This is an optimization exercise on Yosys and OpenROAD, whose aim is a short achievable clock period and few clock cycles per item, not a production implementation.
RTL that was checked went through simulation tests only; none was proved equivalent to the original.
For run 2, only the layout was checked, not whether the RTL still works.
Power is estimated from default activity; no workload was simulated.

File: config.mk
export PLATFORM = sky130hd
export DESIGN_NAME = dll_tx_top
export DESIGN_NICKNAME = dll_tx_top
export VERILOG_FILES = /design/flow/design.v
export SDC_FILE = /design/flow/constraint.sdc
export NUM_CORES = 4
export LEC_CHECK = 0
export CAP_MARGIN = 20
export CORE_MARGIN = 2
export CORE_UTILIZATION = 40
export PLACE_DENSITY = 0.6
export SETUP_SLACK_MARGIN = 3.45
export SLEW_MARGIN = 20
File: constraint.sdc
create_clock -name core_clock -period 5.5 [get_ports {clk_i}]
set_input_delay 1.1000 -clock core_clock [delete_from_list [all_inputs] [get_ports {clk_i}]]
set_output_delay 1.1000 -clock core_clock [all_outputs]
set_load 0.01 [all_outputs]
File: design.v
`timescale 1ns/100ps
package dll_tx_pkg;
  typedef logic [31:0] dword_t;
  typedef logic [3:0]  keep_t;
  typedef logic [11:0] seq_num_t;
  typedef logic [7:0]  hdr_credit_t;
  typedef logic [11:0] data_credit_t;
  typedef logic [9:0]  tlp_len_t;
  typedef logic [31:0] crc_t;
  typedef enum logic [2:0] {
    CC_NONE,
    CC_P_HDR,
    CC_P_DATA,
    CC_NP_HDR,
    CC_NP_DATA,
    CC_CPL_HDR,
    CC_CPL_DATA
  } credit_class_e;
  localparam logic [7:0] TK_MRD    = 8'h00;
  localparam logic [7:0] TK_MWR    = 8'h40;
  localparam logic [7:0] TK_IORD   = 8'h02;
  localparam logic [7:0] TK_IOWR   = 8'h42;
  localparam logic [7:0] TK_CFGRD0 = 8'h04;
  localparam logic [7:0] TK_CFGWR0 = 8'h44;
  localparam logic [7:0] TK_MSG    = 8'h30;
  localparam logic [7:0] TK_MSGD   = 8'h70;
  localparam logic [7:0] TK_CPL    = 8'h0A;
  localparam logic [7:0] TK_CPLD   = 8'h4A;
  localparam int DW_PER_DATA_CREDIT = 4;
  localparam crc_t CRC_POLY = 32'hEDB88320;
endpackage
`timescale 1ns/100ps
module stream_skid_buffer
#(
  parameter int W = 33
) (
  input  logic         clk_i,
  input  logic         rst_i,
  input  logic [W-1:0] up_data,
  input  logic         up_valid,
  output logic         up_ready,
  output logic [W-1:0] dn_data,
  output logic         dn_valid,
  input  logic         dn_ready
);
  logic [W-1:0] main_data_q, skid_data_q;
  logic         main_valid_q, skid_valid_q;
  logic         ready_q;
  logic         up_fire;
  logic         dn_free;
  logic         skid_valid_d;
  assign up_fire = up_valid && ready_q;
  assign dn_free = !main_valid_q || dn_ready;
  assign skid_valid_d = dn_free ? 1'b0 : (skid_valid_q || up_fire);
  always_ff @(posedge clk_i) begin
    if (rst_i) begin
      main_valid_q <= 1'b0;
      skid_valid_q <= 1'b0;
      ready_q      <= 1'b0;
    end else begin
      if (dn_free) begin
        main_valid_q <= skid_valid_q || up_fire;
      end
      skid_valid_q <= skid_valid_d;
      ready_q      <= !skid_valid_d;
    end
  end
  always_ff @(posedge clk_i) begin
    if (dn_free) begin
      main_data_q <= skid_valid_q ? skid_data_q : up_data;
    end
    if (!skid_valid_q) begin
      skid_data_q <= up_data;
    end
  end
  assign up_ready = ready_q;
  assign dn_data  = main_data_q;
  assign dn_valid = main_valid_q;
endmodule
module stream_out_buffer
#(
  parameter int W = 34
) (
  input  logic         clk_i,
  input  logic         rst_i,
  input  logic [W-1:0] up_data,
  input  logic         up_valid,
  output logic         up_ready,
  output logic [W-1:0] dn_data,
  output logic         dn_valid,
  input  logic         dn_ready
);
  logic [W-1:0] main_data_q, hold_data_q, skid_data_q, next_data;
  logic         main_valid_q, hold_valid_q, skid_valid_q, next_valid;
  logic         ready_q;
  logic         up_fire;
  logic         dn_free;
  logic         skid_valid_d;
  assign up_fire = up_valid && ready_q;
  assign dn_free = !hold_valid_q || dn_ready;
  assign skid_valid_d = dn_free ? 1'b0 : (skid_valid_q || up_fire);
  assign next_data  = skid_valid_q ? skid_data_q : up_data;
  assign next_valid = skid_valid_q || up_fire;
  always_ff @(posedge clk_i) begin
    if (rst_i) begin
      main_valid_q <= 1'b0;
      hold_valid_q <= 1'b0;
      skid_valid_q <= 1'b0;
      ready_q      <= 1'b0;
    end else begin
      main_valid_q <= dn_free ? next_valid : hold_valid_q;
      hold_valid_q <= dn_free ? next_valid : main_valid_q;
      skid_valid_q <= skid_valid_d;
      ready_q      <= !skid_valid_d;
    end
  end
  always_ff @(posedge clk_i) begin
    main_data_q <= dn_free ? next_data : hold_data_q;
    hold_data_q <= dn_free ? next_data : main_data_q;
    if (!skid_valid_q) begin
      skid_data_q <= up_data;
    end
  end
  assign up_ready = ready_q;
  assign dn_data  = main_data_q;
  assign dn_valid = main_valid_q;
endmodule
`timescale 1ns/100ps
module fc_credit_gate
(
  input  logic         clk_i,
  input  logic         rst_i,
  input  logic         update_fc_i,
  input  dll_tx_pkg::hdr_credit_t  fc_ph_i,
  input  dll_tx_pkg::hdr_credit_t  fc_nph_i,
  input  dll_tx_pkg::hdr_credit_t  fc_cplh_i,
  input  dll_tx_pkg::data_credit_t fc_pd_i,
  input  dll_tx_pkg::data_credit_t fc_npd_i,
  input  dll_tx_pkg::data_credit_t fc_cpld_i,
  input  dll_tx_pkg::dword_t       hdr_dw0_i,   
  input  logic         take_i,      
  output logic         room_o       
);
  dll_tx_pkg::hdr_credit_t  hlim_q [3];
  dll_tx_pkg::hdr_credit_t  hused_q[3];
  dll_tx_pkg::data_credit_t dlim_q [3];
  dll_tx_pkg::data_credit_t dused_q[3];
  dll_tx_pkg::data_credit_t dsum_q [3];
  dll_tx_pkg::data_credit_t dav_q  [3];
  logic                     room_q, rst_q;
  logic [1:0]               gap_q;
  logic                     gap_ok;
  logic [2:0]               hneed_q, dneed_q;    
  logic                     one_q;               
  logic [7:0]               dreq_q;
  logic [2:0]               hok_q, cmp_q, nz_q;
  logic [7:0]               kind;
  logic [7:0]               len_credits;
  logic [2:0]               hneed, dneed;
  logic                     one;
  logic [5:0]               ok;
  function automatic dll_tx_pkg::data_credit_t add12(dll_tx_pkg::data_credit_t a,
                                                    dll_tx_pkg::data_credit_t b, logic cin);
    logic [11:0] g, p, gn, pn;
    logic [12:0] c;
    g = a & b;
    p = a ^ b;
    for (int d = 1; d < 12; d = d * 2) begin
      gn = g;
      pn = p;
      for (int i = d; i < 12; i++) begin
        gn[i] = g[i] | (p[i] & g[i - d]);
        pn[i] = p[i] & p[i - d];
      end
      g = gn;
      p = pn;
    end
    c[0] = cin;
    for (int i = 0; i < 12; i++) begin
      c[i + 1] = g[i] | (p[i] & cin);
    end
    add12 = a ^ b ^ c[11:0];
  endfunction
  assign kind        = hdr_dw0_i[7:0];
  assign len_credits = {hdr_dw0_i[17:16], hdr_dw0_i[31:26]};
  always_comb begin
    hneed = 3'b000;
    dneed = 3'b000;
    unique case (kind)
      dll_tx_pkg::TK_MRD, dll_tx_pkg::TK_IORD, dll_tx_pkg::TK_CFGRD0: hneed = 3'b010;
      dll_tx_pkg::TK_IOWR, dll_tx_pkg::TK_CFGWR0: begin hneed = 3'b010; dneed = 3'b010; end
      dll_tx_pkg::TK_MWR, dll_tx_pkg::TK_MSGD:    begin hneed = 3'b001; dneed = 3'b001; end
      dll_tx_pkg::TK_MSG:                         hneed = 3'b001;
      dll_tx_pkg::TK_CPL:                         hneed = 3'b100;
      dll_tx_pkg::TK_CPLD:                        begin hneed = 3'b100; dneed = 3'b100; end
      default: ;
    endcase
    one = dneed[1] || len_credits == '0;
  end
  always_ff @(posedge clk_i) begin
    hneed_q <= hneed;
    dneed_q <= dneed;
    one_q   <= one;
    dreq_q  <= one ? 8'd1 : len_credits;
    for (int c = 0; c < 3; c++) begin
      hok_q[c] <= hlim_q[c] != hused_q[c];
      cmp_q[c] <= (dav_q[c][11:8] != '0) || (dav_q[c][7:0] >= len_credits);
      nz_q[c]  <= dav_q[c] != '0;
    end
  end
  always_comb begin
    for (int c = 0; c < 3; c++) begin
      ok[c]     = !hneed_q[c] || hok_q[c];
      ok[3 + c] = !dneed_q[c] || (one_q ? nz_q[c] : cmp_q[c]);
    end
  end
  assign gap_ok = gap_q == 2'd3;
  always_ff @(posedge clk_i) begin
    rst_q  <= rst_i;
    room_q <= (&ok) && gap_ok && !take_i;
  end
  always_ff @(posedge clk_i) begin
    if (rst_i) begin
      gap_q <= 2'd0;
    end else if (take_i) begin
      gap_q <= 2'd0;
    end else if (!gap_ok) begin
      gap_q <= gap_q + 2'd1;
    end
  end
  always_ff @(posedge clk_i) begin
    if (update_fc_i) begin
      hlim_q[0] <= fc_ph_i;
      hlim_q[1] <= fc_nph_i;
      hlim_q[2] <= fc_cplh_i;
      dlim_q[0] <= fc_pd_i;
      dlim_q[1] <= fc_npd_i;
      dlim_q[2] <= fc_cpld_i;
    end else if (rst_q) begin
      for (int c = 0; c < 3; c++) begin
        hlim_q[c] <= '0;
        dlim_q[c] <= '0;
      end
    end
    for (int c = 0; c < 3; c++) begin
      if (rst_q) begin
        hused_q[c] <= '0;
        dused_q[c] <= '0;
      end else begin
        if (take_i && hneed_q[c]) hused_q[c] <= hused_q[c] + dll_tx_pkg::hdr_credit_t'(1);
        if (take_i && dneed_q[c]) dused_q[c] <= dsum_q[c];
      end
      dsum_q[c] <= add12(dused_q[c], {4'h0, dreq_q}, 1'b0);
      dav_q[c]  <= add12(dlim_q[c], ~dused_q[c], 1'b1);
    end
  end
  assign room_o = room_q;
endmodule
`timescale 1ns/100ps
module lcrc_dword_term
(
  input  dll_tx_pkg::dword_t d_i,
  output dll_tx_pkg::crc_t   p_o,
  output dll_tx_pkg::crc_t   q_o
);
  assign p_o[0] = d_i[1] ^ d_i[4] ^ d_i[11] ^ d_i[12] ^ d_i[13] ^ d_i[15];
  assign p_o[1] = d_i[0] ^ d_i[2] ^ d_i[3] ^ d_i[4] ^ d_i[5] ^ d_i[9] ^ d_i[10] ^ d_i[11] ^ d_i[15];
  assign p_o[2] = d_i[2] ^ d_i[5] ^ d_i[8] ^ d_i[11] ^ d_i[12] ^ d_i[13];
  assign p_o[3] = d_i[4] ^ d_i[5] ^ d_i[7] ^ d_i[9] ^ d_i[11] ^ d_i[12] ^ d_i[14] ^ d_i[15];
  assign p_o[4] = d_i[0] ^ d_i[1] ^ d_i[3] ^ d_i[4] ^ d_i[6] ^ d_i[7] ^ d_i[11] ^ d_i[12] ^ d_i[14] ^ d_i[15];
  assign p_o[5] = d_i[0] ^ d_i[1] ^ d_i[3] ^ d_i[4] ^ d_i[5] ^ d_i[7] ^ d_i[9] ^ d_i[11];
  assign p_o[6] = d_i[0] ^ d_i[2] ^ d_i[3] ^ d_i[4] ^ d_i[5] ^ d_i[6] ^ d_i[7] ^ d_i[11] ^ d_i[12] ^ d_i[13];
  assign p_o[7] = d_i[1] ^ d_i[7] ^ d_i[8] ^ d_i[12] ^ d_i[13] ^ d_i[15];
  assign p_o[8] = d_i[1] ^ d_i[3] ^ d_i[4] ^ d_i[13] ^ d_i[14];
  assign p_o[9] = d_i[3] ^ d_i[5] ^ d_i[6] ^ d_i[7] ^ d_i[8] ^ d_i[9] ^ d_i[15];
  assign p_o[10] = d_i[0] ^ d_i[1] ^ d_i[3] ^ d_i[4] ^ d_i[12] ^ d_i[13] ^ d_i[14];
  assign p_o[11] = d_i[0] ^ d_i[9] ^ d_i[13];
  assign p_o[12] = d_i[0] ^ d_i[1] ^ d_i[3] ^ d_i[8] ^ d_i[13] ^ d_i[14] ^ d_i[15];
  assign p_o[13] = d_i[0] ^ d_i[2] ^ d_i[6] ^ d_i[8] ^ d_i[15];
  assign p_o[14] = d_i[1] ^ d_i[3] ^ d_i[6] ^ d_i[7] ^ d_i[9] ^ d_i[11] ^ d_i[15];
  assign p_o[15] = d_i[0] ^ d_i[1] ^ d_i[2] ^ d_i[3] ^ d_i[4] ^ d_i[5] ^ d_i[8] ^ d_i[13] ^ d_i[14] ^ d_i[15];
  assign p_o[16] = d_i[0] ^ d_i[1] ^ d_i[2] ^ d_i[3] ^ d_i[5] ^ d_i[6] ^ d_i[7] ^ d_i[11] ^ d_i[13] ^ d_i[14];
  assign p_o[17] = d_i[2] ^ d_i[8] ^ d_i[12] ^ d_i[13];
  assign p_o[18] = d_i[0] ^ d_i[3] ^ d_i[7] ^ d_i[9] ^ d_i[14];
  assign p_o[19] = d_i[1] ^ d_i[2] ^ d_i[3] ^ d_i[4] ^ d_i[6] ^ d_i[9] ^ d_i[12] ^ d_i[13] ^ d_i[14] ^ d_i[15];
  assign p_o[20] = d_i[3] ^ d_i[6] ^ d_i[7] ^ d_i[8] ^ d_i[9] ^ d_i[12] ^ d_i[13] ^ d_i[15];
  assign p_o[21] = d_i[0] ^ d_i[1] ^ d_i[3] ^ d_i[4] ^ d_i[12] ^ d_i[13] ^ d_i[15];
  assign p_o[22] = d_i[0] ^ d_i[1] ^ d_i[2] ^ d_i[4] ^ d_i[7] ^ d_i[8] ^ d_i[11] ^ d_i[13] ^ d_i[15];
  assign p_o[23] = d_i[2] ^ d_i[3] ^ d_i[4] ^ d_i[5] ^ d_i[7] ^ d_i[8] ^ d_i[9] ^ d_i[12] ^ d_i[14] ^ d_i[15];
  assign p_o[24] = d_i[1] ^ d_i[3] ^ d_i[4] ^ d_i[7] ^ d_i[13] ^ d_i[14] ^ d_i[15];
  assign p_o[25] = d_i[2] ^ d_i[3] ^ d_i[5] ^ d_i[8] ^ d_i[9] ^ d_i[11] ^ d_i[13];
  assign p_o[26] = d_i[0] ^ d_i[2] ^ d_i[3] ^ d_i[5] ^ d_i[7] ^ d_i[9] ^ d_i[11] ^ d_i[14] ^ d_i[15];
  assign p_o[27] = d_i[0] ^ d_i[1] ^ d_i[3] ^ d_i[5] ^ d_i[6] ^ d_i[11] ^ d_i[15];
  assign p_o[28] = d_i[2] ^ d_i[3] ^ d_i[4] ^ d_i[5] ^ d_i[7] ^ d_i[8] ^ d_i[13] ^ d_i[14] ^ d_i[15];
  assign p_o[29] = d_i[1] ^ d_i[3] ^ d_i[4] ^ d_i[5] ^ d_i[6] ^ d_i[7] ^ d_i[8] ^ d_i[11] ^ d_i[12] ^ d_i[13];
  assign p_o[30] = d_i[8] ^ d_i[12] ^ d_i[13] ^ d_i[14] ^ d_i[15];
  assign p_o[31] = d_i[1] ^ d_i[4] ^ d_i[5] ^ d_i[6] ^ d_i[8] ^ d_i[11] ^ d_i[12] ^ d_i[13];
  assign q_o[0] = d_i[24] ^ d_i[26] ^ d_i[28] ^ d_i[30];
  assign q_o[1] = d_i[16] ^ d_i[20] ^ d_i[21] ^ d_i[24] ^ d_i[26] ^ d_i[31];
  assign q_o[2] = d_i[18] ^ d_i[19] ^ d_i[20] ^ d_i[21] ^ d_i[22] ^ d_i[25] ^ d_i[27] ^ d_i[28] ^ d_i[29];
  assign q_o[3] = d_i[16] ^ d_i[17] ^ d_i[19] ^ d_i[21] ^ d_i[24] ^ d_i[25] ^ d_i[27] ^ d_i[30];
  assign q_o[4] = d_i[16] ^ d_i[18] ^ d_i[23] ^ d_i[24] ^ d_i[31];
  assign q_o[5] = d_i[17] ^ d_i[18] ^ d_i[19] ^ d_i[26] ^ d_i[30];
  assign q_o[6] = d_i[16] ^ d_i[18] ^ d_i[20] ^ d_i[23] ^ d_i[24] ^ d_i[25] ^ d_i[27] ^ d_i[30];
  assign q_o[7] = d_i[16] ^ d_i[18] ^ d_i[19] ^ d_i[20] ^ d_i[22] ^ d_i[23] ^ d_i[24] ^ d_i[27] ^ d_i[28] ^ d_i[29];
  assign q_o[8] = d_i[21] ^ d_i[22] ^ d_i[23] ^ d_i[26] ^ d_i[27] ^ d_i[28];
  assign q_o[9] = d_i[16] ^ d_i[17] ^ d_i[18] ^ d_i[23] ^ d_i[26] ^ d_i[27] ^ d_i[28] ^ d_i[29] ^ d_i[30] ^ d_i[31];
  assign q_o[10] = d_i[17] ^ d_i[19] ^ d_i[20] ^ d_i[25] ^ d_i[26] ^ d_i[27] ^ d_i[30];
  assign q_o[11] = d_i[17] ^ d_i[18] ^ d_i[21] ^ d_i[22] ^ d_i[25] ^ d_i[27] ^ d_i[31];
  assign q_o[12] = d_i[17] ^ d_i[19] ^ d_i[21] ^ d_i[23] ^ d_i[24] ^ d_i[25] ^ d_i[30];
  assign q_o[13] = d_i[16] ^ d_i[17] ^ d_i[19] ^ d_i[20] ^ d_i[22] ^ d_i[24] ^ d_i[29];
  assign q_o[14] = d_i[19] ^ d_i[20] ^ d_i[22] ^ d_i[23] ^ d_i[25] ^ d_i[26] ^ d_i[27] ^ d_i[28] ^ d_i[29] ^ d_i[30] ^ d_i[31];
  assign q_o[15] = d_i[16] ^ d_i[18] ^ d_i[19] ^ d_i[20] ^ d_i[21] ^ d_i[22] ^ d_i[23] ^ d_i[24] ^ d_i[28] ^ d_i[29] ^ d_i[30] ^ d_i[31];
  assign q_o[16] = d_i[16] ^ d_i[17] ^ d_i[18] ^ d_i[21] ^ d_i[22] ^ d_i[24] ^ d_i[27] ^ d_i[30];
  assign q_o[17] = d_i[27] ^ d_i[28] ^ d_i[29] ^ d_i[31];
  assign q_o[18] = d_i[16] ^ d_i[18] ^ d_i[19] ^ d_i[20] ^ d_i[21] ^ d_i[22] ^ d_i[24] ^ d_i[26] ^ d_i[28] ^ d_i[29] ^ d_i[30] ^ d_i[31];
  assign q_o[19] = d_i[16] ^ d_i[21] ^ d_i[23] ^ d_i[24] ^ d_i[27] ^ d_i[28] ^ d_i[30];
  assign q_o[20] = d_i[18] ^ d_i[20] ^ d_i[26] ^ d_i[29] ^ d_i[30] ^ d_i[31];
  assign q_o[21] = d_i[16] ^ d_i[18] ^ d_i[19] ^ d_i[20] ^ d_i[23] ^ d_i[25] ^ d_i[26] ^ d_i[27] ^ d_i[28] ^ d_i[30];
  assign q_o[22] = d_i[17] ^ d_i[18] ^ d_i[21] ^ d_i[27] ^ d_i[29] ^ d_i[31];
  assign q_o[23] = d_i[16] ^ d_i[18] ^ d_i[21] ^ d_i[22] ^ d_i[23] ^ d_i[24] ^ d_i[25] ^ d_i[27] ^ d_i[28] ^ d_i[29];
  assign q_o[24] = d_i[18] ^ d_i[20] ^ d_i[21] ^ d_i[22] ^ d_i[23] ^ d_i[24] ^ d_i[27] ^ d_i[28];
  assign q_o[25] = d_i[16] ^ d_i[18] ^ d_i[21] ^ d_i[22] ^ d_i[23] ^ d_i[24];
  assign q_o[26] = d_i[17] ^ d_i[18] ^ d_i[19] ^ d_i[21] ^ d_i[22] ^ d_i[25] ^ d_i[26] ^ d_i[27] ^ d_i[28] ^ d_i[29] ^ d_i[30] ^ d_i[31];
  assign q_o[27] = d_i[17] ^ d_i[21] ^ d_i[22] ^ d_i[23] ^ d_i[24] ^ d_i[26] ^ d_i[27] ^ d_i[28] ^ d_i[29] ^ d_i[31];
  assign q_o[28] = d_i[16] ^ d_i[17] ^ d_i[20] ^ d_i[21] ^ d_i[23] ^ d_i[24] ^ d_i[25] ^ d_i[26] ^ d_i[31];
  assign q_o[29] = d_i[16] ^ d_i[18] ^ d_i[19] ^ d_i[20] ^ d_i[23] ^ d_i[24] ^ d_i[26] ^ d_i[27] ^ d_i[31];
  assign q_o[30] = d_i[19] ^ d_i[20] ^ d_i[22] ^ d_i[25] ^ d_i[31];
  assign q_o[31] = d_i[17] ^ d_i[18] ^ d_i[19] ^ d_i[20] ^ d_i[21] ^ d_i[22] ^ d_i[25] ^ d_i[27] ^ d_i[29];
endmodule
module lcrc_seq_term
(
  input  dll_tx_pkg::seq_num_t seq_i,
  output dll_tx_pkg::crc_t     y0_o
);
  assign y0_o[0] = 1'b1 ^ seq_i[1] ^ seq_i[3] ^ seq_i[5] ^ seq_i[9] ^ seq_i[10] ^ seq_i[11];
  assign y0_o[1] = seq_i[0] ^ seq_i[1] ^ seq_i[2] ^ seq_i[3] ^ seq_i[4] ^ seq_i[5] ^ seq_i[6] ^ seq_i[9] ^ seq_i[10] ^ seq_i[11];
  assign y0_o[2] = 1'b1 ^ seq_i[0] ^ seq_i[1] ^ seq_i[2] ^ seq_i[3] ^ seq_i[5] ^ seq_i[7] ^ seq_i[8] ^ seq_i[9] ^ seq_i[10] ^ seq_i[11];
  assign y0_o[3] = 1'b1 ^ seq_i[1] ^ seq_i[3] ^ seq_i[4] ^ seq_i[5] ^ seq_i[10] ^ seq_i[11];
  assign y0_o[4] = 1'b1 ^ seq_i[0] ^ seq_i[5] ^ seq_i[6] ^ seq_i[8] ^ seq_i[10];
  assign y0_o[5] = seq_i[0] ^ seq_i[1] ^ seq_i[3] ^ seq_i[5] ^ seq_i[7] ^ seq_i[8] ^ seq_i[9] ^ seq_i[11];
  assign y0_o[6] = 1'b1 ^ seq_i[2] ^ seq_i[6] ^ seq_i[9] ^ seq_i[10] ^ seq_i[11];
  assign y0_o[7] = 1'b1 ^ seq_i[0] ^ seq_i[5] ^ seq_i[6] ^ seq_i[8] ^ seq_i[9] ^ seq_i[11];
  assign y0_o[8] = seq_i[0] ^ seq_i[1] ^ seq_i[4] ^ seq_i[8] ^ seq_i[9];
  assign y0_o[9] = 1'b1 ^ seq_i[2] ^ seq_i[3] ^ seq_i[4];
  assign y0_o[10] = seq_i[1] ^ seq_i[2] ^ seq_i[4] ^ seq_i[6] ^ seq_i[7] ^ seq_i[8] ^ seq_i[11];
  assign y0_o[11] = 1'b1 ^ seq_i[2] ^ seq_i[5] ^ seq_i[6] ^ seq_i[10];
  assign y0_o[12] = 1'b1 ^ seq_i[5] ^ seq_i[7] ^ seq_i[11];
  assign y0_o[13] = seq_i[0] ^ seq_i[1] ^ seq_i[6] ^ seq_i[9] ^ seq_i[11];
  assign y0_o[14] = seq_i[0] ^ seq_i[5] ^ seq_i[8] ^ seq_i[9] ^ seq_i[11];
  assign y0_o[15] = 1'b1 ^ seq_i[1] ^ seq_i[2] ^ seq_i[3] ^ seq_i[4] ^ seq_i[5] ^ seq_i[6] ^ seq_i[7] ^ seq_i[11];
  assign y0_o[16] = 1'b1 ^ seq_i[0] ^ seq_i[1] ^ seq_i[3] ^ seq_i[4] ^ seq_i[6] ^ seq_i[7] ^ seq_i[8] ^ seq_i[9];
  assign y0_o[17] = seq_i[0] ^ seq_i[3] ^ seq_i[6] ^ seq_i[8] ^ seq_i[9] ^ seq_i[10];
  assign y0_o[18] = 1'b1 ^ seq_i[3] ^ seq_i[4] ^ seq_i[5] ^ seq_i[7];
  assign y0_o[19] = seq_i[0] ^ seq_i[2] ^ seq_i[4] ^ seq_i[5] ^ seq_i[6] ^ seq_i[7] ^ seq_i[8] ^ seq_i[10] ^ seq_i[11];
  assign y0_o[20] = 1'b1 ^ seq_i[0] ^ seq_i[3] ^ seq_i[4] ^ seq_i[6] ^ seq_i[8];
  assign y0_o[21] = 1'b1 ^ seq_i[2] ^ seq_i[5] ^ seq_i[6] ^ seq_i[7] ^ seq_i[10];
  assign y0_o[22] = seq_i[2] ^ seq_i[4] ^ seq_i[5] ^ seq_i[6] ^ seq_i[8] ^ seq_i[9];
  assign y0_o[23] = 1'b1 ^ seq_i[1] ^ seq_i[7] ^ seq_i[11];
  assign y0_o[24] = 1'b1 ^ seq_i[0] ^ seq_i[1] ^ seq_i[3] ^ seq_i[4] ^ seq_i[5] ^ seq_i[8] ^ seq_i[10];
  assign y0_o[25] = 1'b1 ^ seq_i[0] ^ seq_i[3] ^ seq_i[4] ^ seq_i[10];
  assign y0_o[26] = seq_i[0] ^ seq_i[1] ^ seq_i[3] ^ seq_i[5] ^ seq_i[8] ^ seq_i[9] ^ seq_i[11];
  assign y0_o[27] = 1'b1 ^ seq_i[1] ^ seq_i[2] ^ seq_i[3] ^ seq_i[4] ^ seq_i[5] ^ seq_i[6] ^ seq_i[7] ^ seq_i[9] ^ seq_i[10] ^ seq_i[11];
  assign y0_o[28] = 1'b1 ^ seq_i[0] ^ seq_i[2] ^ seq_i[3] ^ seq_i[4] ^ seq_i[5] ^ seq_i[7] ^ seq_i[9];
  assign y0_o[29] = 1'b1 ^ seq_i[0] ^ seq_i[1] ^ seq_i[2] ^ seq_i[7] ^ seq_i[8] ^ seq_i[9];
  assign y0_o[30] = seq_i[0] ^ seq_i[2] ^ seq_i[3] ^ seq_i[7] ^ seq_i[8] ^ seq_i[10] ^ seq_i[11];
  assign y0_o[31] = 1'b1 ^ seq_i[1] ^ seq_i[7] ^ seq_i[11];
endmodule
module lcrc_step
(
  input  dll_tx_pkg::crc_t y_i,
  output dll_tx_pkg::crc_t cy_o
);
  assign cy_o[0] = y_i[31];
  assign cy_o[1] = y_i[0] ^ y_i[31];
  assign cy_o[2] = y_i[1] ^ y_i[31];
  assign cy_o[3] = y_i[2];
  assign cy_o[4] = y_i[3] ^ y_i[31];
  assign cy_o[5] = y_i[4] ^ y_i[31];
  assign cy_o[6] = y_i[5];
  assign cy_o[7] = y_i[6] ^ y_i[31];
  assign cy_o[8] = y_i[7] ^ y_i[31];
  assign cy_o[9] = y_i[8];
  assign cy_o[10] = y_i[9] ^ y_i[31];
  assign cy_o[11] = y_i[10] ^ y_i[31];
  assign cy_o[12] = y_i[11] ^ y_i[31];
  assign cy_o[13] = y_i[12];
  assign cy_o[14] = y_i[13];
  assign cy_o[15] = y_i[14];
  assign cy_o[16] = y_i[15] ^ y_i[31];
  assign cy_o[17] = y_i[16];
  assign cy_o[18] = y_i[17];
  assign cy_o[19] = y_i[18];
  assign cy_o[20] = y_i[19];
  assign cy_o[21] = y_i[20];
  assign cy_o[22] = y_i[21] ^ y_i[31];
  assign cy_o[23] = y_i[22] ^ y_i[31];
  assign cy_o[24] = y_i[23];
  assign cy_o[25] = y_i[24];
  assign cy_o[26] = y_i[25] ^ y_i[31];
  assign cy_o[27] = y_i[26];
  assign cy_o[28] = y_i[27];
  assign cy_o[29] = y_i[28];
  assign cy_o[30] = y_i[29];
  assign cy_o[31] = y_i[30];
endmodule
module lcrc_out
(
  input  dll_tx_pkg::crc_t y_i,
  output dll_tx_pkg::crc_t lcrc_o
);
  assign lcrc_o[0] = ~(y_i[2] ^ y_i[4] ^ y_i[6] ^ y_i[7] ^ y_i[10] ^ y_i[11] ^ y_i[12] ^ y_i[15] ^ y_i[16] ^ y_i[17] ^ y_i[20] ^ y_i[22] ^ y_i[24] ^ y_i[27] ^ y_i[28] ^ y_i[29] ^ y_i[30] ^ y_i[31]);
  assign lcrc_o[1] = ~(y_i[2] ^ y_i[3] ^ y_i[4] ^ y_i[5] ^ y_i[6] ^ y_i[9] ^ y_i[13] ^ y_i[17] ^ y_i[18] ^ y_i[19] ^ y_i[22] ^ y_i[23] ^ y_i[25] ^ y_i[28] ^ y_i[31]);
  assign lcrc_o[2] = ~(y_i[1] ^ y_i[7] ^ y_i[8] ^ y_i[10] ^ y_i[11] ^ y_i[12] ^ y_i[13] ^ y_i[15] ^ y_i[19] ^ y_i[20] ^ y_i[26] ^ y_i[29] ^ y_i[31]);
  assign lcrc_o[3] = ~(y_i[1] ^ y_i[11] ^ y_i[13] ^ y_i[21] ^ y_i[23] ^ y_i[25] ^ y_i[26] ^ y_i[27] ^ y_i[28] ^ y_i[30] ^ y_i[31]);
  assign lcrc_o[4] = ~(y_i[1] ^ y_i[2] ^ y_i[6] ^ y_i[12] ^ y_i[16] ^ y_i[19] ^ y_i[21] ^ y_i[22] ^ y_i[24] ^ y_i[28] ^ y_i[30]);
  assign lcrc_o[5] = ~(y_i[4] ^ y_i[5] ^ y_i[9] ^ y_i[10] ^ y_i[11] ^ y_i[16] ^ y_i[17] ^ y_i[18] ^ y_i[19] ^ y_i[21] ^ y_i[23] ^ y_i[24] ^ y_i[26] ^ y_i[27] ^ y_i[28] ^ y_i[30]);
  assign lcrc_o[6] = ~(y_i[1] ^ y_i[4] ^ y_i[5] ^ y_i[7] ^ y_i[8] ^ y_i[10] ^ y_i[12] ^ y_i[13] ^ y_i[14] ^ y_i[19] ^ y_i[21] ^ y_i[23] ^ y_i[24] ^ y_i[28] ^ y_i[29] ^ y_i[30] ^ y_i[31]);
  assign lcrc_o[7] = ~(y_i[1] ^ y_i[3] ^ y_i[5] ^ y_i[6] ^ y_i[9] ^ y_i[10] ^ y_i[11] ^ y_i[12] ^ y_i[13] ^ y_i[15] ^ y_i[17] ^ y_i[19] ^ y_i[21] ^ y_i[23] ^ y_i[24] ^ y_i[25] ^ y_i[27] ^ y_i[31]);
  assign lcrc_o[8] = ~(y_i[3] ^ y_i[4] ^ y_i[5] ^ y_i[6] ^ y_i[7] ^ y_i[8] ^ y_i[9] ^ y_i[11] ^ y_i[12] ^ y_i[15] ^ y_i[16] ^ y_i[17] ^ y_i[18] ^ y_i[20] ^ y_i[21] ^ y_i[22] ^ y_i[25] ^ y_i[26] ^ y_i[29] ^ y_i[30]);
  assign lcrc_o[9] = ~(y_i[3] ^ y_i[7] ^ y_i[8] ^ y_i[9] ^ y_i[12] ^ y_i[13] ^ y_i[17] ^ y_i[18] ^ y_i[19] ^ y_i[20] ^ y_i[21] ^ y_i[22] ^ y_i[23] ^ y_i[25] ^ y_i[26] ^ y_i[27] ^ y_i[29] ^ y_i[30]);
  assign lcrc_o[10] = ~(y_i[0] ^ y_i[2] ^ y_i[4] ^ y_i[5] ^ y_i[11] ^ y_i[14] ^ y_i[16] ^ y_i[18] ^ y_i[26] ^ y_i[27] ^ y_i[29] ^ y_i[30] ^ y_i[31]);
  assign lcrc_o[11] = ~(y_i[1] ^ y_i[5] ^ y_i[7] ^ y_i[10] ^ y_i[11] ^ y_i[12] ^ y_i[14] ^ y_i[16] ^ y_i[17] ^ y_i[20] ^ y_i[22] ^ y_i[25] ^ y_i[27] ^ y_i[28] ^ y_i[29] ^ y_i[30]);
  assign lcrc_o[12] = ~(y_i[3] ^ y_i[9] ^ y_i[11] ^ y_i[15] ^ y_i[17] ^ y_i[18] ^ y_i[19] ^ y_i[20] ^ y_i[21] ^ y_i[22] ^ y_i[26] ^ y_i[29] ^ y_i[30] ^ y_i[31]);
  assign lcrc_o[13] = ~(y_i[1] ^ y_i[2] ^ y_i[3] ^ y_i[4] ^ y_i[6] ^ y_i[7] ^ y_i[8] ^ y_i[10] ^ y_i[12] ^ y_i[16] ^ y_i[18] ^ y_i[22] ^ y_i[23] ^ y_i[27] ^ y_i[29] ^ y_i[31]);
  assign lcrc_o[14] = ~(y_i[3] ^ y_i[4] ^ y_i[7] ^ y_i[9] ^ y_i[11] ^ y_i[13] ^ y_i[14] ^ y_i[18] ^ y_i[20] ^ y_i[21] ^ y_i[22] ^ y_i[26] ^ y_i[28] ^ y_i[30]);
  assign lcrc_o[15] = ~(y_i[1] ^ y_i[6] ^ y_i[8] ^ y_i[11] ^ y_i[13] ^ y_i[14] ^ y_i[16] ^ y_i[17] ^ y_i[20] ^ y_i[22] ^ y_i[23] ^ y_i[29]);
  assign lcrc_o[16] = ~(y_i[1] ^ y_i[2] ^ y_i[3] ^ y_i[7] ^ y_i[8] ^ y_i[10] ^ y_i[12] ^ y_i[13] ^ y_i[15] ^ y_i[18] ^ y_i[19] ^ y_i[21] ^ y_i[22] ^ y_i[23] ^ y_i[24] ^ y_i[26] ^ y_i[27] ^ y_i[31]);
  assign lcrc_o[17] = ~(y_i[2] ^ y_i[8] ^ y_i[9] ^ y_i[11] ^ y_i[14] ^ y_i[21] ^ y_i[22] ^ y_i[23] ^ y_i[25] ^ y_i[26] ^ y_i[29] ^ y_i[31]);
  assign lcrc_o[18] = ~(y_i[2] ^ y_i[4] ^ y_i[6] ^ y_i[8] ^ y_i[10] ^ y_i[11] ^ y_i[12] ^ y_i[14] ^ y_i[16] ^ y_i[17] ^ y_i[18] ^ y_i[20] ^ y_i[21] ^ y_i[22] ^ y_i[23] ^ y_i[25] ^ y_i[26] ^ y_i[27] ^ y_i[29]);
  assign lcrc_o[19] = ~(y_i[1] ^ y_i[2] ^ y_i[3] ^ y_i[4] ^ y_i[5] ^ y_i[6] ^ y_i[8] ^ y_i[9] ^ y_i[11] ^ y_i[13] ^ y_i[14] ^ y_i[16] ^ y_i[19] ^ y_i[21] ^ y_i[24] ^ y_i[26] ^ y_i[28] ^ y_i[29] ^ y_i[30]);
  assign lcrc_o[20] = ~(y_i[3] ^ y_i[4] ^ y_i[6] ^ y_i[8] ^ y_i[9] ^ y_i[10] ^ y_i[11] ^ y_i[12] ^ y_i[13] ^ y_i[16] ^ y_i[17] ^ y_i[19] ^ y_i[20] ^ y_i[21] ^ y_i[24] ^ y_i[25] ^ y_i[27] ^ y_i[30] ^ y_i[31]);
  assign lcrc_o[21] = ~(y_i[4] ^ y_i[5] ^ y_i[11] ^ y_i[16] ^ y_i[21] ^ y_i[22] ^ y_i[24] ^ y_i[25] ^ y_i[26] ^ y_i[28] ^ y_i[29] ^ y_i[30] ^ y_i[31]);
  assign lcrc_o[22] = ~(y_i[2] ^ y_i[3] ^ y_i[4] ^ y_i[5] ^ y_i[6] ^ y_i[7] ^ y_i[10] ^ y_i[15] ^ y_i[21] ^ y_i[22] ^ y_i[24] ^ y_i[25] ^ y_i[26] ^ y_i[28] ^ y_i[30]);
  assign lcrc_o[23] = ~(y_i[3] ^ y_i[8] ^ y_i[9] ^ y_i[12] ^ y_i[16] ^ y_i[17] ^ y_i[19] ^ y_i[20] ^ y_i[21] ^ y_i[23] ^ y_i[24]);
  assign lcrc_o[24] = ~(y_i[1] ^ y_i[5] ^ y_i[7] ^ y_i[8] ^ y_i[10] ^ y_i[11] ^ y_i[16] ^ y_i[19] ^ y_i[21] ^ y_i[23] ^ y_i[25] ^ y_i[26] ^ y_i[27] ^ y_i[28] ^ y_i[29] ^ y_i[30] ^ y_i[31]);
  assign lcrc_o[25] = ~(y_i[1] ^ y_i[4] ^ y_i[8] ^ y_i[11] ^ y_i[12] ^ y_i[13] ^ y_i[15] ^ y_i[18] ^ y_i[19] ^ y_i[22] ^ y_i[23] ^ y_i[24] ^ y_i[25] ^ y_i[26] ^ y_i[27] ^ y_i[28] ^ y_i[29]);
  assign lcrc_o[26] = ~(y_i[1] ^ y_i[2] ^ y_i[11] ^ y_i[12] ^ y_i[13] ^ y_i[15] ^ y_i[18] ^ y_i[19] ^ y_i[20] ^ y_i[23] ^ y_i[28] ^ y_i[29]);
  assign lcrc_o[27] = ~(y_i[4] ^ y_i[5] ^ y_i[8] ^ y_i[9] ^ y_i[12] ^ y_i[13] ^ y_i[14] ^ y_i[15] ^ y_i[16] ^ y_i[17] ^ y_i[18] ^ y_i[21] ^ y_i[22]);
  assign lcrc_o[28] = ~(y_i[2] ^ y_i[3] ^ y_i[8] ^ y_i[12] ^ y_i[13] ^ y_i[15] ^ y_i[16] ^ y_i[17] ^ y_i[18] ^ y_i[20] ^ y_i[21] ^ y_i[22] ^ y_i[23] ^ y_i[28] ^ y_i[29] ^ y_i[30] ^ y_i[31]);
  assign lcrc_o[29] = ~(y_i[2] ^ y_i[3] ^ y_i[5] ^ y_i[7] ^ y_i[8] ^ y_i[10] ^ y_i[12] ^ y_i[15] ^ y_i[20] ^ y_i[23] ^ y_i[25] ^ y_i[26] ^ y_i[28] ^ y_i[30] ^ y_i[31]);
  assign lcrc_o[30] = ~(y_i[2] ^ y_i[5] ^ y_i[7] ^ y_i[10] ^ y_i[11] ^ y_i[12] ^ y_i[15] ^ y_i[17] ^ y_i[18] ^ y_i[19] ^ y_i[20] ^ y_i[22] ^ y_i[24] ^ y_i[25] ^ y_i[27] ^ y_i[29] ^ y_i[30]);
  assign lcrc_o[31] = ~(y_i[2] ^ y_i[3] ^ y_i[4] ^ y_i[5] ^ y_i[9] ^ y_i[10] ^ y_i[11] ^ y_i[13] ^ y_i[14] ^ y_i[16] ^ y_i[18] ^ y_i[20] ^ y_i[22] ^ y_i[23] ^ y_i[27] ^ y_i[29] ^ y_i[31]);
endmodule
`timescale 1ns/100ps
module tlp_framer
#(
  parameter dll_tx_pkg::seq_num_t SEQ_INIT = '0
) (
  input  logic      clk_i,
  input  logic      rst_i,
  input  dll_tx_pkg::dword_t    in_data,
  input  logic      in_valid,
  input  logic      in_last,
  output logic      in_ready,
  output dll_tx_pkg::dword_t    out_data,
  output logic      out_valid,
  output logic      out_last,
  input  logic      out_ready,
  output dll_tx_pkg::dword_t    hdr_dw0_o,
  output logic      take_o,
  input  logic      room_i
);
  logic               adv, consume, take, emit, hdr_go;
  logic               st_lo_q, st_hi_q;      
  logic               first_q;               
  logic               fresh_q, fresh2_q;     
  dll_tx_pkg::seq_num_t seq_q;
  logic [15:0]        carry_q;
  dll_tx_pkg::dword_t word;
  dll_tx_pkg::dword_t p1_data_q, p2_data_q;
  logic               p1_valid_q, p1_lo_q, p1_hi_q;
  logic               p2_valid_q, p2_lo_q, p2_hi_q;
  dll_tx_pkg::crc_t   p_d, q_d, p_q, q_q;
  logic               pq_valid_q, pq_first_q;
  dll_tx_pkg::crc_t   y_q, cy, y0_d, y0_q, lcrc_d, lcrc_q;
  assign adv      = out_ready;
  assign hdr_go   = room_i && !fresh_q && !fresh2_q;
  assign consume  = adv && !st_lo_q && !st_hi_q && in_valid && (!first_q || hdr_go);
  assign take     = consume && first_q;
  assign emit     = consume || st_lo_q || st_hi_q;
  assign in_ready = consume;
  assign take_o   = take;
  always_comb begin
    if (st_lo_q) begin
      word = {16'h0, carry_q};
    end else if (st_hi_q) begin
      word = '0;
    end else if (first_q) begin
      word = {in_data[15:0], seq_q[7:0], 4'h0, seq_q[11:8]};
    end else begin
      word = {in_data[15:0], carry_q};
    end
  end
  always_ff @(posedge clk_i) begin
    if (rst_i) begin
      st_lo_q    <= 1'b0;
      st_hi_q    <= 1'b0;
      first_q    <= 1'b1;
      fresh_q    <= 1'b1;
      fresh2_q   <= 1'b1;
      seq_q      <= SEQ_INIT;
      p1_valid_q <= 1'b0;
      p2_valid_q <= 1'b0;
      pq_valid_q <= 1'b0;
    end else begin
      fresh_q  <= consume || !in_valid;
      fresh2_q <= fresh_q;
      if (consume) begin
        first_q <= in_last;
      end
      if (adv) begin
        st_lo_q    <= consume && in_last;
        st_hi_q    <= st_lo_q;
        p1_valid_q <= emit;
        p2_valid_q <= p1_valid_q;
        pq_valid_q <= consume;
        if (pq_valid_q && pq_first_q) begin
          seq_q <= seq_q + dll_tx_pkg::seq_num_t'(1);
        end
      end
    end
  end
  lcrc_dword_term lcrc_dword_term_i (
    .d_i (in_data),
    .p_o (p_d),
    .q_o (q_d)
  );
  lcrc_seq_term lcrc_seq_term_i (
    .seq_i (seq_q),
    .y0_o  (y0_d)
  );
  lcrc_step lcrc_step_i (
    .y_i  (y_q),
    .cy_o (cy)
  );
  lcrc_out lcrc_out_i (
    .y_i    (y_q),
    .lcrc_o (lcrc_d)
  );
  always_ff @(posedge clk_i) begin
    y0_q <= y0_d;
    if (consume) begin
      carry_q <= in_data[31:16];
    end
    if (adv) begin
      p1_data_q  <= word;
      p1_lo_q    <= st_lo_q;
      p1_hi_q    <= st_hi_q;
      p2_data_q  <= p1_data_q;
      p2_lo_q    <= p1_lo_q;
      p2_hi_q    <= p1_hi_q;
      p_q        <= p_d;
      q_q        <= q_d;
      pq_first_q <= first_q;
      lcrc_q     <= lcrc_d;
      if (pq_valid_q) begin
        y_q <= (pq_first_q ? y0_q : cy) ^ p_q ^ q_q;
      end
    end
  end
  assign out_valid = p2_valid_q;
  assign out_last  = p2_hi_q;
  assign out_data  = p2_lo_q ? {lcrc_q[15:0], p2_data_q[15:0]} :
                     p2_hi_q ? {16'h0, lcrc_q[31:16]} : p2_data_q;
  assign hdr_dw0_o = in_data;
endmodule
`timescale 1ns/100ps
module dll_tx_top
#(
  parameter dll_tx_pkg::seq_num_t SEQ_INIT = '0
) (
  input  logic         clk_i,
  input  logic         rst_i,
  input  dll_tx_pkg::dword_t       s_tdata_i,
  input  logic         s_tvalid_i,
  input  logic         s_tlast_i,
  output logic         s_tready_o,
  output dll_tx_pkg::dword_t       m_tdata_o,
  output dll_tx_pkg::keep_t        m_tkeep_o,
  output logic         m_tvalid_o,
  output logic         m_tlast_o,
  input  logic         m_tready_i,
  output dll_tx_pkg::seq_num_t     seq_num_o,
  input  logic         update_fc_i,
  input  dll_tx_pkg::hdr_credit_t  fc_ph_i,
  input  dll_tx_pkg::hdr_credit_t  fc_nph_i,
  input  dll_tx_pkg::hdr_credit_t  fc_cplh_i,
  input  dll_tx_pkg::data_credit_t fc_pd_i,
  input  dll_tx_pkg::data_credit_t fc_npd_i,
  input  dll_tx_pkg::data_credit_t fc_cpld_i
);
  dll_tx_pkg::dword_t in_data,  out_data;
  logic   in_valid, out_valid;
  logic   in_last,  out_last;
  logic   in_ready, out_ready;
  logic   m_khi;
  dll_tx_pkg::dword_t hdr_dw0;
  logic   take, room;
  dll_tx_pkg::seq_num_t oseq_q, oseq_hold_q;
  logic   oseq_inc;
  stream_skid_buffer #(.W(33)) in_buf_i (
    .clk_i    (clk_i),
    .rst_i    (rst_i),
    .up_data  ({s_tlast_i, s_tdata_i}),
    .up_valid (s_tvalid_i),
    .up_ready (s_tready_o),
    .dn_data  ({in_last, in_data}),
    .dn_valid (in_valid),
    .dn_ready (in_ready)
  );
  tlp_framer #(.SEQ_INIT(SEQ_INIT)) tlp_framer_i (
    .clk_i     (clk_i),
    .rst_i     (rst_i),
    .in_data   (in_data),
    .in_valid  (in_valid),
    .in_last   (in_last),
    .in_ready  (in_ready),
    .out_data  (out_data),
    .out_valid (out_valid),
    .out_last  (out_last),
    .out_ready (out_ready),
    .hdr_dw0_o (hdr_dw0),
    .take_o    (take),
    .room_i    (room)
  );
  fc_credit_gate fc_credit_gate_i (
    .clk_i       (clk_i),
    .rst_i       (rst_i),
    .update_fc_i (update_fc_i),
    .fc_ph_i     (fc_ph_i),
    .fc_nph_i    (fc_nph_i),
    .fc_cplh_i   (fc_cplh_i),
    .fc_pd_i     (fc_pd_i),
    .fc_npd_i    (fc_npd_i),
    .fc_cpld_i   (fc_cpld_i),
    .hdr_dw0_i   (hdr_dw0),
    .take_i      (take),
    .room_o      (room)
  );
  stream_out_buffer #(.W(34)) out_buf_i (
    .clk_i    (clk_i),
    .rst_i    (rst_i),
    .up_data  ({!out_last, out_last, out_data}),
    .up_valid (out_valid),
    .up_ready (out_ready),
    .dn_data  ({m_khi, m_tlast_o, m_tdata_o}),
    .dn_valid (m_tvalid_o),
    .dn_ready (m_tready_i)
  );
  assign m_tkeep_o = {m_khi, m_khi, 2'b11};
  assign oseq_inc = out_valid && out_ready && out_last;
  always_ff @(posedge clk_i) begin
    if (rst_i) begin
      oseq_q      <= SEQ_INIT;
      oseq_hold_q <= SEQ_INIT;
    end else begin
      oseq_q      <= oseq_inc ? oseq_hold_q + dll_tx_pkg::seq_num_t'(1) : oseq_hold_q;
      oseq_hold_q <= oseq_inc ? oseq_hold_q + dll_tx_pkg::seq_num_t'(1) : oseq_q;
    end
  end
  assign seq_num_o = oseq_q;
endmodule
File: run.sh
#!/bin/bash
# synth_recipe.tcl (not shown) runs the flow's synth.tcl, then flattens the netlist and writes it again
# the make line also repeats each setting of config.mk as NAME=value (left out here)
make -C /OpenROAD-flow-scripts/flow DESIGN_CONFIG=/design/flow/config.mk WORK_HOME=/design/flow/orfs CLKGATE_MAP_FILE= SYNTH_SCRIPT=/design/flow/synth_recipe.tcl finish
==> impl_metrics.toml, run 1 <==
[hold_path]
min_path_cells = 1
whs_endpoint = "out_buf_i.main_data_q[14]"
hp-class = "reg -> reg"
hp-start = "out_buf_i.hold_data_q[14]"

[global_routing]
overflow = 0
grt_pass1_vias = 20200
grt.total_usage = 0.184
grt_pass1_wl_um = 116000
antenna_found_initial = 0
grt_max_degree = 87

[worst_setup_path]
rrSetupSlack_ns = 3.41
cp_num_buf_inv = 1
worstSetupStartpointType = "flop"
rr_startpoint = "fc_credit_gate_i.dlim_q[2][0]"
path_cells = "buf_6"
path_delay_family = "flip-flops"
cp-end-kind = "output pin"
reg2reg_depth = 7
crit_path_top_delay_cell = "dfxtp_2"
critPathKind = "reg -> out"
arrival_ns = 1.06
cp_max_fo = 2
crit_required_ns = 4.40
timing.rr.end = "fc_credit_gate_i.dav_q[2][11]"
crit_path_max_incr_delay_ns = 0.36

[detailed_routing]
wl_um = 75100
drc = 0
drt-initial-drc-count = 1084
wl_per_cell_um = 18.4
firstDrtPassIters = 7
vias_per_cell = 4.87
ant_nets = 0
vias = 19846

[clock_tree]
htreeDepth = 3
cts_max_path_buffers = 3
clkTransAtPathRegs_ns = 0.06
clockRootBuffer = "clkbuf_16"
clk_latency_ns = 0.61
cts_tree = "yes"
hold_buffers = 0
numCtsBuffers = 75
cts.sinks = 683

[yosys]
ys_seq_area_frac = 0.538
synthArstFlopShare = 0
yosys.cell_count.top_type = "xnor2_1"
synth_edf_count = 306
synth_top_area_share = 0.295
syn-mean-instance-area_um2 = 11.3
synth.area.top_cells = "edfxtp_1 30%, dfxtp_1 24%, xnor2_1 14%"
ys_types = 54
synthFlopType = "dfxtp_1"
ys_warn_count = 11
ys_ff_latch = 683
yosys-top-cells-count = "507 x xnor2_1, 377 x dfxtp_1, 306 x edfxtp_1"
syn_inst = 2752
syn-cell-area_mm2 = 0.0311
synth_top_area_cell = "edfxtp_1"

[layout]
drive_gt1_frac = 0.193
stdcell_count = 4078
areaGrowthSynthToFinish_pct = 23.5
antennaDiodeCount = 0
stdcell_area_mm2 = 0.0385
nFillCells = 6746
multiInputGateArea_mm2 = 0.0147
nets = 3180
regArea_mm2 = 0.0168

[sta]
period_share = 0.393
worst_hold_slack_ns = 0.414
drv_slew = 0
rsz0062_at_grt = "true"
period_needed_ns = 2.16
tightest_slew_ns = 1.04
fin_setup_tns_ns = 0
report.final.setup_viol = 0
maxSlewHeadroom = 0.305
fmax_mhz = 463
hold_viol = 0
finClkSkew_ns = 0.0248

[floorplan]
dieArea_mm2 = 0.0801
die_h_um = 283
ios = 149
start_util = 0.403
core_mm2 = 0.0772
rows = 102
die_w_um = 283

[pwr]
peakVddDrop_mv = 0.224
switchingPower_mw = 3.30
total_power_mw = 13.2
seq_power_share = 0.467
netSwitchingFraction = 0.250
leakage_nw = 14.5
p_int_mw = 9.91
clkPwrFrac = 0.388
power_frac_comb = 0.145
powerDensity_mw_per_mm2 = 344

[placement]
dpl_cell_area_mm2 = 0.0335
port-buffer-count = 146
dp_hpwl_um = 51600
place.gp.congestion = 0.909
dp.cells = 3801

[run_status]
status = "complete, no violations"

[run]
cap_violations = 0
==> registers in the layout, summed over array words and instances, names as in the netlist, 33 cells and up <==
register / flops
fc_credit_gate_i.dused_q: 36
out_buf_i.hold_data_q: 34
fc_credit_gate_i.dlim_q: 36
in_buf_i.skid_data_q: 33
fc_credit_gate_i.dsum_q: 36
out_buf_i.skid_data_q: 34
fc_credit_gate_i.dav_q: 36
in_buf_i.main_data_q: 33
out_buf_i.main_data_q: 34
==> cell families after synthesis <==
kind of cell | after synthesis | synth area share
AOI/OAI and AO/OA | 317 | 0.0624
xor gates and xnor gates | 708 | 0.201
adders and majority gates | 104 | 0.0425
buffers and inverters | 226 | 0.0303
DFF | 683 | 0.538
muxes | 87 | 0.0293
other | 1 | 0.000120
and+or+nand+nor | 626 | 0.0967
==> metal layers <==
layer	up-vias	GRT usage	part of all wire
met5	-	0	0
met4	0	0.0642	0.030
met3	144	0.0237	0.030
met2	369	0.326	0.51
met1	9610	0.230	0.43
li1	9723	-	-
==> cell usage in the layout, fill, tap and decap left out, types with 13 or more instances in the layout <==
| cell type | synthesis | final |
|---|---|---|
| a21o_1 | 41 | 41 |
| a21oi_1 | 89 | 79 |
| a22oi_1 | 27 | 27 |
| and2_1 | 97 | 91 |
| and3_1 | 17 | 15 |
| buf_4 | 9 | 132 |
| buf_6 | 0 | 54 |
| clkbuf_1 | 84 | 13 |
| clkbuf_16 | 0 | 83 |
| clkdlybuf4s50_1 | 0 | 95 |
| dfxtp_1 | 377 | 314 |
| dfxtp_2 | 0 | 58 |
| edfxtp_1 | 306 | 306 |
| ha_1 | 101 | 89 |
| inv_1 | 75 | 65 |
| mux2_2 | 34 | 34 |
| mux2i_1 | 53 | 53 |
| nand2_1 | 213 | 207 |
| nand2b_1 | 17 | 17 |
| nand3_1 | 51 | 47 |
| nand4_1 | 23 | 23 |
| nor2_1 | 117 | 110 |
| nor2b_1 | 14 | 13 |
| nor3_1 | 32 | 31 |
| nor4_1 | 19 | 19 |
| o21a_1 | 17 | 17 |
| o21ai_0 | 88 | 81 |
| xnor2_1 | 507 | 456 |
| xnor2_2 | 4 | 40 |
| xnor2_4 | 0 | 15 |
| xor2_1 | 194 | 179 |
==> cell type report <==
cell class	count	area share
tap	1040	0.0338
inverter	75	0.00761
clock buffer	109	0.0595
sequential	683	0.438
clock inverter	28	0.00713
multi-input combinational	1849	0.382
timing repair buffer	294	0.0720
==> worst max-delay path by stage <==
| stage | from | end | cells past startpoint |
|---|---|---|---|
| 2_1_floorplan | out_buf_i.ready_q | fc_credit_gate_i.hused_q[2][3] | 7 |
| 3_3_place_gp | update_fc_i | fc_credit_gate_i.dlim_q[1][8] | 3 |
| 3_5_place_dp | update_fc_i | fc_credit_gate_i.dlim_q[1][3] | 3 |
| 4_1_cts | out_buf_i.main_data_q[33] | m_tkeep_o[3] | 1 |
| 5_1_grt | fc_credit_gate_i.dused_q[2][4] | fc_credit_gate_i.dav_q[2][11] | 8 |
| 6_report | out_buf_i.main_data_q[0] | m_tdata_o[0] | 1 |
==> through the flow <==
| step | utilization | setup WS [ns] |
|---|---|---|
| floorplan | - | 2.61 |
| global placement | 0.434 | 2.33 |
| detailed placement | 0.434 | 2.26 |
| CTS | 0.485 | 3.29 |
| global route | 0.498 | 3.29 |
| finish | 0.498 | 3.34 |
==> power by group through the flow <==
stage | Combinational (mW) | Clock [mW] | Sequential [mW]
after CTS | 1.84 | 5.24 | 6.19
after global routing | 2.09 | 5.45 | 6.21
after global placement | 1.69 | 0 | 6.29
final | 1.91 | 5.13 | 6.17
after floorplan | 1.28 | 0 | 6.15
after detailed placement | 1.73 | 0 | 6.30
==> timing repair <==
item,in CTS,in global routing
cloned,5,0
endpoints found under the setup margin,415,227
endpoints found under the hold margin,0,0
resized for setup,415,82
setup buffers,76,58
pin swaps,24,36
Testbench counts, summed over its fixed seeds: cycles 21,868, items 2,400.
==> inputs of run 2 (changes only) <==
--- a/design.v
+++ b/design.v
@@ -45,7 +45,7 @@
 );
   logic [W-1:0] main_data_q, skid_data_q;
   logic         main_valid_q, skid_valid_q;
-  logic         ready_q;
+  logic         ready_q, ready_port_q;
   logic         up_fire;
   logic         dn_free;
   logic         skid_valid_d;
@@ -57,12 +57,14 @@
       main_valid_q <= 1'b0;
       skid_valid_q <= 1'b0;
       ready_q      <= 1'b0;
+      ready_port_q <= 1'b0;
     end else begin
       if (dn_free) begin
         main_valid_q <= skid_valid_q || up_fire;
       end
       skid_valid_q <= skid_valid_d;
       ready_q      <= !skid_valid_d;
+      ready_port_q <= dn_free || !(skid_valid_q || up_fire);
     end
   end
   always_ff @(posedge clk_i) begin
@@ -73,7 +75,7 @@
       skid_data_q <= up_data;
     end
   end
-  assign up_ready = ready_q;
+  assign up_ready = ready_port_q;
   assign dn_data  = main_data_q;
   assign dn_valid = main_valid_q;
 endmodule
@@ -594,7 +596,7 @@
   logic   in_valid, out_valid;
   logic   in_last,  out_last;
   logic   in_ready, out_ready;
-  logic   m_khi;
+  logic   m_khi2, m_khi3;
   dll_tx_pkg::dword_t hdr_dw0;
   logic   take, room;
   dll_tx_pkg::seq_num_t oseq_q, oseq_hold_q;
@@ -638,17 +640,17 @@
     .take_i      (take),
     .room_o      (room)
   );
-  stream_out_buffer #(.W(34)) out_buf_i (
+  stream_out_buffer #(.W(35)) out_buf_i (
     .clk_i    (clk_i),
     .rst_i    (rst_i),
-    .up_data  ({!out_last, out_last, out_data}),
+    .up_data  ({!out_last, !out_last, out_last, out_data}),
     .up_valid (out_valid),
     .up_ready (out_ready),
-    .dn_data  ({m_khi, m_tlast_o, m_tdata_o}),
+    .dn_data  ({m_khi3, m_khi2, m_tlast_o, m_tdata_o}),
     .dn_valid (m_tvalid_o),
     .dn_ready (m_tready_i)
   );
-  assign m_tkeep_o = {m_khi, m_khi, 2'b11};
+  assign m_tkeep_o = {m_khi3, m_khi2, 2'b11};
   assign oseq_inc = out_valid && out_ready && out_last;
   always_ff @(posedge clk_i) begin
     if (rst_i) begin
--- a/config.mk
+++ b/config.mk
@@ -9,5 +9,5 @@
 export CORE_MARGIN = 2
 export CORE_UTILIZATION = 40
 export PLACE_DENSITY = 0.6
-export SETUP_SLACK_MARGIN = 3.45
+export SETUP_SLACK_MARGIN = 3.6
 export SLEW_MARGIN = 20
==> impl_metrics.toml, run 2 <==
[run_status]
status = "complete, no violations"

[floorplan]
die_w_um = 283
core_mm2 = 0.0772
rows = 102
ios = 149
die_h_um = 283
dieArea_mm2 = 0.0799
start_util = 0.402

[sta]
hold_viol = 0
fin_setup_tns_ns = 0
fmax_mhz = 457
period_share = 0.398
maxSlewHeadroom = 0.120
tightest_slew_ns = 1.32
period_needed_ns = 2.19
report.final.setup_viol = 0
rsz0062_at_grt = "true"
drv_slew = 0
finClkSkew_ns = 0.0310

[pwr]
clkPwrFrac = 0.388
peakVddDrop_mv = 0.205
netSwitchingFraction = 0.252
powerDensity_mw_per_mm2 = 322
seq_power_share = 0.457
leakage_nw = 16.0
p_int_mw = 10.1
power_frac_comb = 0.155
switchingPower_mw = 3.42
total_power_mw = 13.5

[yosys]
yosys.cell_count.top_type = "xnor2_1"
syn-mean-instance-area_um2 = 11.3
ys_warn_count = 11
synthArstFlopShare = 0
syn_inst = 2751
ys_ff_latch = 686
yosys-top-cells-count = "500 x xnor2_1, 380 x dfxtp_1, 306 x edfxtp_1"
ys_types = 53
ys_seq_area_frac = 0.541
syn-cell-area_mm2 = 0.0311
synth.area.top_cells = "edfxtp_1 30%, dfxtp_1 24%, xnor2_1 14%"
synth_top_area_cell = "edfxtp_1"
synth_edf_count = 306
synth_top_area_share = 0.296
synthFlopType = "dfxtp_1"

[clock_tree]
htreeDepth = 3
cts_max_path_buffers = 3
clkTransAtPathRegs_ns = 0.06
numCtsBuffers = 76
cts_tree = "yes"
clk_latency_ns = 0.64
clockRootBuffer = "clkbuf_16"
cts.sinks = 686
hold_buffers = 0

[placement]
dp_hpwl_um = 51000
place.gp.congestion = 0.914
dpl_cell_area_mm2 = 0.0335
port-buffer-count = 146

[global_routing]
grt_pass1_wl_um = 120000
overflow = 0
antenna_found_initial = 0
grt_max_degree = 87
grt.total_usage = 0.195
grt_pass1_vias = 21023

[worst_setup_path]
path_delay_family = "flip-flops"
arrival_ns = 1.09
crit_path_max_incr_delay_ns = 0.35
cp_num_buf_inv = 1
crit_path_top_delay_cell = "dfxtp_2"
crit_required_ns = 4.40
critPathKind = "reg -> out"
cp_max_fo = 2
path_cells = "buf_6"
cp-end-kind = "output pin"
worstSetupStartpointType = "flop"

[hold_path]
hp-class = "reg -> reg"

[run]
cap_violations = 0

[layout]
areaGrowthSynthToFinish_pct = 35.2
nets = 3352
nFillCells = 6328
final_cell_mix = "384 x xnor2_1, 308 x dfxtp_1, 306 x edfxtp_1"
regArea_mm2 = 0.0169
multiInputGateArea_mm2 = 0.0164
stdcell_area_mm2 = 0.0420
final_common_cell = "xnor2_1"
drive_gt1_frac = 0.303
antennaDiodeCount = 0

[detailed_routing]
wl_um = 82400
vias = 20832
ant_nets = 0
drt-initial-drc-count = 1069
drc = 0
firstDrtPassIters = 5
vias_per_cell = 4.90
wl_per_cell_um = 19.4
[run 2: cell count changes after synthesis, sizes merged, moves of 7 or more]
| cell | delta |
|---|---|
| nand2b | +10 |
| buf | -20 |
| nand2 | +8 |
| nor3 | -14 |
| clkbuf | +18 |
| nand3 | +9 |
| a21oi | +7 |
| o21ai | +9 |
[run 2: logic make-up after synthesis]
| family | after synthesis | synth area share |
|---|---|---|
| flip-flops | 686 | 0.541 |
| buffers and inverters | 225 | 0.0293 |
| AND/OR/NAND/NOR | 630 | 0.0974 |
| AO/OA/AOI/OAI | 317 | 0.0617 |
| XOR/XNOR | 707 | 0.201 |
| adder cells (fa/ha/maj) | 104 | 0.0426 |
| other | 1 | 0.000121 |
| multiplexers | 81 | 0.0275 |
[run 2: power groups by stage]
stage | Combinational, mW | Clock [mW] | Sequential [mW]
2_1_floorplan | 1.30 | 0 | 6.18
3_3_place_gp | 1.71 | 0 | 6.31
3_5_place_dp | 1.75 | 0 | 6.33
4_1_cts | 1.97 | 5.36 | 6.20
5_1_grt | 2.26 | 5.55 | 6.23
6_report | 2.09 | 5.25 | 6.19
[run 2: metrics by stage]
stage / utilization / setup WS [ns] / hold WS [ns] / std cells
2_1_floorplan: - / 2.59 / 0.399 / 2752
3_3_place_gp: 0.433 / 2.38 / 0.403 / 3801
3_5_place_dp: 0.433 / 2.32 / 0.407 / 3801
4_1_cts: 0.514 / 3.29 / 0.419 / 4145
5_1_grt: 0.544 / 3.24 / 0.424 / 4251
6_report: 0.544 / 3.31 / 0.419 / 4251
[run 2: cell type report]
class / instances / share of cell area
inverter: 76 / 0.00718
sequential: 686 / 0.402
multi-input combinational: 1852 / 0.391
clock buffer: 101 / 0.0494
timing repair buffer: 458 / 0.107
tap: 1040 / 0.0310
clock inverter: 38 / 0.0122
[run 2: timing repair]
action	in CTS	in global routing
setup buffers	190	101
resized for setup	599	267
pin swaps	156	157
gates cloned	15	5
setup endpoints to repair	551	404
[run 2: final timing paths]
kind / start / to / slack [ns] / depth (start not counted)
min: tlp_framer_i.p1_data_q[1] / tlp_framer_i.p2_data_q[1] / 0.42 / 0
max: out_buf_i.main_data_q[21] / m_tdata_o[21] / 3.31 / 1
min reg2reg: tlp_framer_i.p1_data_q[1] / tlp_framer_i.p2_data_q[1] / 0.42 / 0
max reg2reg: fc_credit_gate_i.dlim_q[2][0] / fc_credit_gate_i.dav_q[2][11] / 3.32 / 7
[run 2: layer usage]
| layer | part of all wire | wire [µm] | global-route usage |
|---|---|---|---|
| met5 | 0 | 0 | 0 |
| met4 | 0.037 | 3070 | 0.0692 |
| met3 | 0.035 | 2870 | 0.0243 |
| met2 | 0.51 | 41800 | 0.347 |
| met1 | 0.42 | 34700 | 0.245 |

-- what the ideal ports hide --
The flow's constraints put no driver on any port. The routed layouts listed below were extracted and timed again, unchanged, in two steps.
Step 1 (the two cells are an assumption about what drives the block):
set clk [get_ports {clk_i}]
set_driving_cell -lib_cell sky130_fd_sc_hd__clkbuf_16 $clk
set_driving_cell -lib_cell sky130_fd_sc_hd__buf_2 [delete_from_list [all_inputs] $clk]
Step 2 times the ports against the registers' clock, not the clock port: input delays grow and output delays shrink by t, the midpoint of the rising clock arrivals with the driver on.
Slacks: no drivers / after step 1 / after step 2; pairs: no drivers / after step 1.
| run | t, ns | setup slack, ns | slew at the worst register clock pin (ns) |
|---|---|---|---|
| run 1 | 0.667 | 3.339 / 3.277 / 2.881 | 0.07 / 0.07 |
| run 2 | 0.683 | 3.313 / 3.252 / 2.933 | 0.06 / 0.06 |
After both steps every run listed still meets setup and hold. For run 1, which loses most, drivers alone change the setup slack by -0.062 ns; drivers and shift together by -0.458 ns.
